From an optimization exercise on the open Yosys and OpenROAD flow, aimed at small area, a short achievable clock period and few clock cycles per item; shortcuts taken in it are not production practice. Power is estimated from default activity; no workload was simulated.

==> flow/design.v <==
package softmax_pkg;
  typedef logic [15:0] stream_word_t;
  typedef logic signed [15:0] lane_t;
  typedef logic [16*32-1:0] vec_t;
  typedef logic [17:0] sum_t;
  typedef logic [8-1:0] prob_t;
  typedef enum logic [1:0] {
    MODE_BYPASS  = 2'd0,
    MODE_SOFTMAX = 2'd1
  } mode_t;
endpackage
`timescale 1ns/1ps
module softmax_top (
  input  logic        clk,
  input  logic        rst_n,
  input  logic [15:0] fifo_data,
  input  logic        fifo_empty,
  output logic        rd_en,
  output logic [15:0] tx_data,
  output logic        tx_empty,
  input  logic        tx_fifo_en,
  input  logic [1:0]  control
);
  logic run;
  assign run = (control != 2'd0);
  logic [255:0] rx;         
  logic [95:0]  rf0, rf1;   
  logic [3:0]   ph, ph1;    
  logic [3:0]   wp;         
  logic [3:0]   rp;         
  logic [3:0]   opm;        
  logic         at_op;
  logic [3:0]   cnt;        
  logic [4:0]   rem;        
  logic         cpar;       
  logic [3:0]   lcnt;       
  logic         opar;       
  logic [5:0]   diff;       
  logic         empty_r;    
  logic         cons_q;     
  logic         in_ok_q;    
  logic         in_ok, take, cons, load, complete;
  logic [5:0]   cls_pair;
  assign ph1 = ph + 4'd1;
  always_ff @(posedge clk) begin
    rx  <= {take ? fifo_data : rx[15:0], rx[255:16]};
    rf0 <= {(cons & ~cpar) ? cls_pair : rf0[5:0], rf0[95:6]};
    rf1 <= {(cons &  cpar) ? cls_pair : rf1[5:0], rf1[95:6]};
    ph  <= ph1;
  end
  logic signed [7:0] mrun, mcur;
  logic signed [7:0] in_lo, in_hi, in_mx, new_mx;
  assign in_lo  = fifo_data[7:0];
  assign in_hi  = fifo_data[15:8];
  assign in_mx  = (in_hi > in_lo) ? in_hi : in_lo;
  assign new_mx = ((cnt == 4'd0) || (in_mx > mrun)) ? in_mx : mrun;
  always_ff @(posedge clk) begin
    if (take) begin
      mrun <= new_mx;
      if (cnt == 4'd15) mcur <= new_mx;
    end
  end
  logic [7:0] d_h0, d_h1;
  assign d_h0 = mcur - rx[7:0];
  assign d_h1 = mcur - rx[15:8];
  function automatic logic [2:0] cls_of(input logic [7:0] d);
    cls_of = (d < 8'd6) ? d[2:0] : 3'd6;
  endfunction
  function automatic logic [3:0] sat_of(input logic [7:0] d);
    sat_of = (d[7:4] != 4'd0) ? 4'd15 : d[3:0];
  endfunction
  function automatic logic [12:0] exp_of(input logic [3:0] d);
    exp_of = (d == 4'd0) ? 13'd4096 :
             (d == 4'd1) ? 13'd1507 :
             (d == 4'd2) ? 13'd554  :
             (d == 4'd3) ? 13'd204  :
             (d == 4'd4) ? 13'd75   :
             (d == 4'd5) ? 13'd28   :
             (d == 4'd6) ? 13'd10   :
             (d == 4'd7) ? 13'd4    :
             (d == 4'd8) ? 13'd1    :
             (d == 4'd9) ? 13'd1    : 13'd0;   
  endfunction
  assign cls_pair = {cls_of(d_h1), cls_of(d_h0)};
  logic [7:0]  dq;
  logic        s1_valid, s1_first, s1_last;
  logic [17:0] acc, acc_next, sdiv;
  logic        spend;     
  logic        dbusy;
  logic        start;
  always_ff @(posedge clk) begin
    dq       <= cons ? {sat_of(d_h1), sat_of(d_h0)} : 8'hff;
    s1_first <= cons & (rem == 5'd16);
    s1_last  <= (rem == 5'd1);
    acc      <= acc_next;
  end
  assign acc_next = (s1_first ? 18'd0 : acc)
                  + 18'(exp_of(dq[3:0])) + 18'(exp_of(dq[7:4]));
  assign start    = ~dbusy & (spend | (s1_valid & s1_last));
  always_ff @(posedge clk) begin
    if (start) sdiv <= acc_next;
  end
  assign cons     = cons_q;
  assign in_ok    = in_ok_q;
  assign take     = run & ~fifo_empty & in_ok;
  assign complete = take & (cnt == 4'd15);
  logic       pvalid;
  logic       pop;
  logic [3:0] ocnt;
  logic       av;
  logic [5:0] ad;
  assign pop  = run & tx_fifo_en & av & pvalid;
  assign load = (~av | pop) & (diff != 6'd0) & at_op;
  logic [3:0] cnt_n, wp_n, rp_n, opm_n;
  logic [4:0] rem_n;
  logic [5:0] diff_n;
  logic       empty_n, spend_n, dbusy_n, hold0_n, cons_n, in_ok_n;
  always_comb begin
    cnt_n  = take ? cnt + 4'd1 : cnt;
    wp_n   = take ? ph1 : wp;
    rem_n  = complete ? 5'd16 : (cons ? rem - 5'd1 : rem);
    rp_n   = (complete | cons) ? ph1 : rp;
    diff_n = diff + 6'(cons) - 6'(load);
    if (take && empty_r) opm_n = ph + 4'd13;    
    else if (load)       opm_n = ph1;
    else                 opm_n = opm;
    empty_n = (cnt_n == 4'd0) & (rem_n == 5'd0) & (diff_n == 6'd0);
    spend_n = start ? 1'b0 : ((s1_valid & s1_last) | spend);
    dbusy_n = start | (dbusy & ~xfer);
    hold0_n = spend_n | (cons & (rem == 5'd1) & dbusy_n);
    cons_n  = (rem_n != 5'd0) & (rp_n == ph1) & ~diff_n[5] & (~rem_n[4] | ~hold0_n);
    in_ok_n = empty_n | ((wp_n == ph1) & ((rem_n == 5'd0) | (rp_n != wp_n) | cons_n));
  end
  always_ff @(posedge clk) begin
    wp    <= wp_n;
    rp    <= rp_n;
    opm   <= opm_n;
    at_op <= (opm_n == ph1);
  end
  always_ff @(posedge clk or negedge rst_n) begin
    if (!rst_n) begin
      cnt      <= '0;
      rem      <= '0;
      diff     <= '0;
      cpar     <= 1'b0;
      s1_valid <= 1'b0;
      spend    <= 1'b0;
      empty_r  <= 1'b1;
      cons_q   <= 1'b0;
      in_ok_q  <= 1'b1;
    end else begin
      cnt      <= cnt_n;
      rem      <= rem_n;
      diff     <= diff_n;
      empty_r  <= empty_n;
      cons_q   <= cons_n;
      in_ok_q  <= in_ok_n;
      if (cons && rem == 5'd1) cpar <= ~cpar;
      s1_valid <= cons;
      spend    <= spend_n;
    end
  end
  logic [3:0]  k, k_n;
  logic        f0, fa9, fb7, f12;    
  logic [16:0] ra, rb;
  logic [12:0] qa, qb;
  logic [12:0] qa_n, qb_n;
  logic [16:0] ta, tb;
  logic [17:0] t2a, t2b;
  logic [18:0] sba, sbb;    
  logic        gea, geb;
  logic        ptab_free, xfer;
  always_comb begin
    ta = f0  ? 17'd2048 :     
         fa9 ? 17'd3264 :     
               ra;
    tb = f0  ? 17'd3014 :     
         fb7 ? 17'd2216 :     
               rb;
    t2a = {ta, 1'b0};
    t2b = {tb, 1'b0};
    sba = {1'b0, t2a} - {1'b0, sdiv};
    sbb = {1'b0, t2b} - {1'b0, sdiv};
    gea = ~sba[18];
    geb = ~sbb[18];
  end
  assign qa_n = {qa[11:0], gea};
  assign qb_n = {qb[11:0], geb};
  always_ff @(posedge clk) begin
    ra <= gea ? sba[16:0] : t2a[16:0];
    rb <= geb ? sbb[16:0] : t2b[16:0];
    qa <= qa_n;
    qb <= qb_n;
  end
  logic [2:0] q4;
  logic       q5;
  assign q4 = (sdiv <= 18'd4800)  ? 3'd4 :
              (sdiv <= 18'd6400)  ? 3'd3 :
              (sdiv <= 18'd9600)  ? 3'd2 :
              (sdiv <= 18'd19200) ? 3'd1 : 3'd0;
  assign q5 = (sdiv <= 18'd7168);
  assign xfer = dbusy & f12 & ptab_free;
  always_comb begin
    if (start)              k_n = 4'd0;
    else if (dbusy && f12)  k_n = 4'd0;       
    else if (dbusy)         k_n = k + 4'd1;
    else                    k_n = k;
  end
  always_ff @(posedge clk) begin
    k   <= k_n;
    f0  <= (k_n == 4'd0);
    fa9 <= (k_n == 4'd9);
    fb7 <= (k_n == 4'd7);
    f12 <= (k_n == 4'd12);
  end
  always_ff @(posedge clk or negedge rst_n) begin
    if (!rst_n) dbusy <= 1'b0;
    else        dbusy <= dbusy_n;
  end
  logic [7:0] p0;
  logic [6:0] p1;
  logic [5:0] p2;
  logic [3:0] p3;
  logic [2:0] p4;
  logic       p5;
  assign ptab_free = ~pvalid | (pop & (ocnt == 4'd15));
  always_ff @(posedge clk) begin
    if (xfer) begin
      p0 <= qa_n[12] ? 8'd255 : qa_n[11:4];
      p3 <= qa_n[3:0];
      p1 <= qb_n[12:6];
      p2 <= qb_n[5:0];
      p4 <= q4;
      p5 <= q5;
    end
  end
  logic [5:0] lpos_pair;
  assign lpos_pair = opar ? rf1[23:18] : rf0[23:18];    
  always_ff @(posedge clk) begin
    if (load) ad <= lpos_pair;
  end
  always_ff @(posedge clk or negedge rst_n) begin
    if (!rst_n) begin
      pvalid <= 1'b0;
      ocnt   <= '0;
      av     <= 1'b0;
      lcnt   <= '0;
      opar   <= 1'b0;
    end else begin
      if (pop) ocnt <= ocnt + 4'd1;
      if (xfer) pvalid <= 1'b1;
      else if (pop && ocnt == 4'd15) pvalid <= 1'b0;
      av <= load | (av & ~pop);
      if (load) begin
        lcnt <= lcnt + 4'd1;
        if (lcnt == 4'd15) opar <= ~opar;
      end
    end
  end
  function automatic logic [7:0] prob_of(input logic [2:0] c,
                                         input logic [7:0] q0, input logic [6:0] q1,
                                         input logic [5:0] q2, input logic [3:0] q3,
                                         input logic [2:0] q4, input logic q5);
    logic [7:0] r;
    case (c)
      3'd0:    r = q0;
      3'd1:    r = {1'b0, q1};
      3'd2:    r = {2'b0, q2};
      3'd3:    r = {4'b0, q3};
      3'd4:    r = {5'b0, q4};
      3'd5:    r = {7'b0, q5};
      default: r = 8'd0;
    endcase
    prob_of = r;
  endfunction
  logic [15:0] core_data;
  assign core_data = {prob_of(ad[5:3], p0, p1, p2, p3, p4, p5),
                      prob_of(ad[2:0], p0, p1, p2, p3, p4, p5)};
  assign rd_en    = run ? in_ok : tx_fifo_en;
  assign tx_data  = run ? core_data : fifo_data;
  assign tx_empty = run ? ~(av & pvalid) : fifo_empty;
endmodule
==> flow/config.mk <==
export PLATFORM = sky130hd
export DESIGN_NAME = softmax_top
export DESIGN_NICKNAME = softmax_top
export VERILOG_FILES = /design/flow/design.v
export SDC_FILE = /design/flow/constraint.sdc
export NUM_CORES = 4
export LEC_CHECK = 0
export CAP_MARGIN = 20
export CORE_MARGIN = 2
export CORE_UTILIZATION = 65
export CTS_BUF_LIST = sky130_fd_sc_hd__clkbuf_16
export CTS_CLUSTER_DIAMETER = 100
export CTS_CLUSTER_SIZE = 28
export SETUP_SLACK_MARGIN = 5.0
export SLEW_MARGIN = 20
==> flow/constraint.sdc <==
create_clock -name core_clock -period 10.0 [get_ports {clk}]
set_input_delay 2.0000 -clock core_clock [delete_from_list [all_inputs] [get_ports {clk}]]
set_output_delay 2.0000 -clock core_clock [all_outputs]
set_load 0.01 [all_outputs]
run.sh (not shown) runs the stock make flow with config.mk's settings and CLKGATE_MAP_FILE= SYNTH_SCRIPT=/design/flow/synth_recipe.tcl, a recipe that flattens the netlist after the stock synthesis.
The baseline finished with timing, DRC and antenna clean.
Change:
==> flow/flow/run.sh (new file) <==
#!/bin/bash
# The standard layout (standard.sh), changed only in how hard and where the
# layout is optimised, not in the constraints it is signed off at:
#  - port buffers are sky130_fd_sc_hd__buf_4 instead of the delay cell buffer_ports picks
#    (every port still gets its own buffer),
#  - the pin placer keeps all pins on one edge (-exclude left:* -exclude right:* -exclude bottom:*), so the
#    bypass paths between input and output pins stay short.
# The full make output goes to make_flow.log; ORFS keeps each step's log
# under orfs/logs.
set -uo pipefail
sed -e 's/SETUP_SLACK_MARGIN=[0-9.]*/SETUP_SLACK_MARGIN=6.0 BUFFER_PORTS_ARGS="-buffer_cell sky130_fd_sc_hd__buf_4" PLACE_PINS_ARGS="-exclude left:* -exclude right:* -exclude bottom:*"/' standard.sh > standard_tuned.sh
bash standard_tuned.sh > make_flow.log 2>&1
status=$?
echo "standard flow exit $status"
exit $status
==> flow/standard.sh (new file) <==
#!/bin/bash
# synth_recipe.tcl (not shown) runs the flow's synth.tcl, then flattens the netlist and writes it again
# the make line also repeats each setting of config.mk as NAME=value (left out here)
make -C /OpenROAD-flow-scripts/flow DESIGN_CONFIG=/design/flow/config.mk WORK_HOME=/design/flow/orfs CLKGATE_MAP_FILE= SYNTH_SCRIPT=/design/flow/synth_recipe.tcl "${@:-finish}"
removed: flow/run.sh
What happened: Clock-buffer cell count went up by 2; wire length hardly moves; power goes up by 2.4%; sequential cell count is unchanged; global-route usage drops by 0.12 points; synthesized area does not change; cell count stays flat; clock skew is lower by 0.0050 ns; sequential share of layout area shrinks by 0.93 points; first-iteration DRC count shrinks by 17%.
No functional check of the RTL was part of any run of this note.

[separate check: timing with driven ports]
How much do the figures lean on ideal ports? The routed layouts below were timed once more, with nothing changed but the port constraints. Step 1 sets driving cells, clkbuf_16 on the clock port and buf_2 on the other inputs (assumed; they add their load-dependent delay and slew). Step 2 also shifts input and output timing later by t, the mid clock arrival at the registers, as if the neighbouring blocks saw the same clock. a / b / c = no drivers / after step 1 / after step 2; a / b = the first two.
| run | shift t [ns] | slack for setup (ns) | slew at the worst register clock pin (ns) |
|---|---|---|---|
| the first run | 0.640 | 4.960 / 4.895 / 4.499 | 0.11 / 0.11 |
| the second run | 0.637 | 5.098 / 5.037 / 4.774 | 0.11 / 0.11 |
After both steps setup and hold are still met in every run listed. For the first run, which loses most, drivers alone change the setup slack by -0.065 ns; drivers and shift together by -0.461 ns.
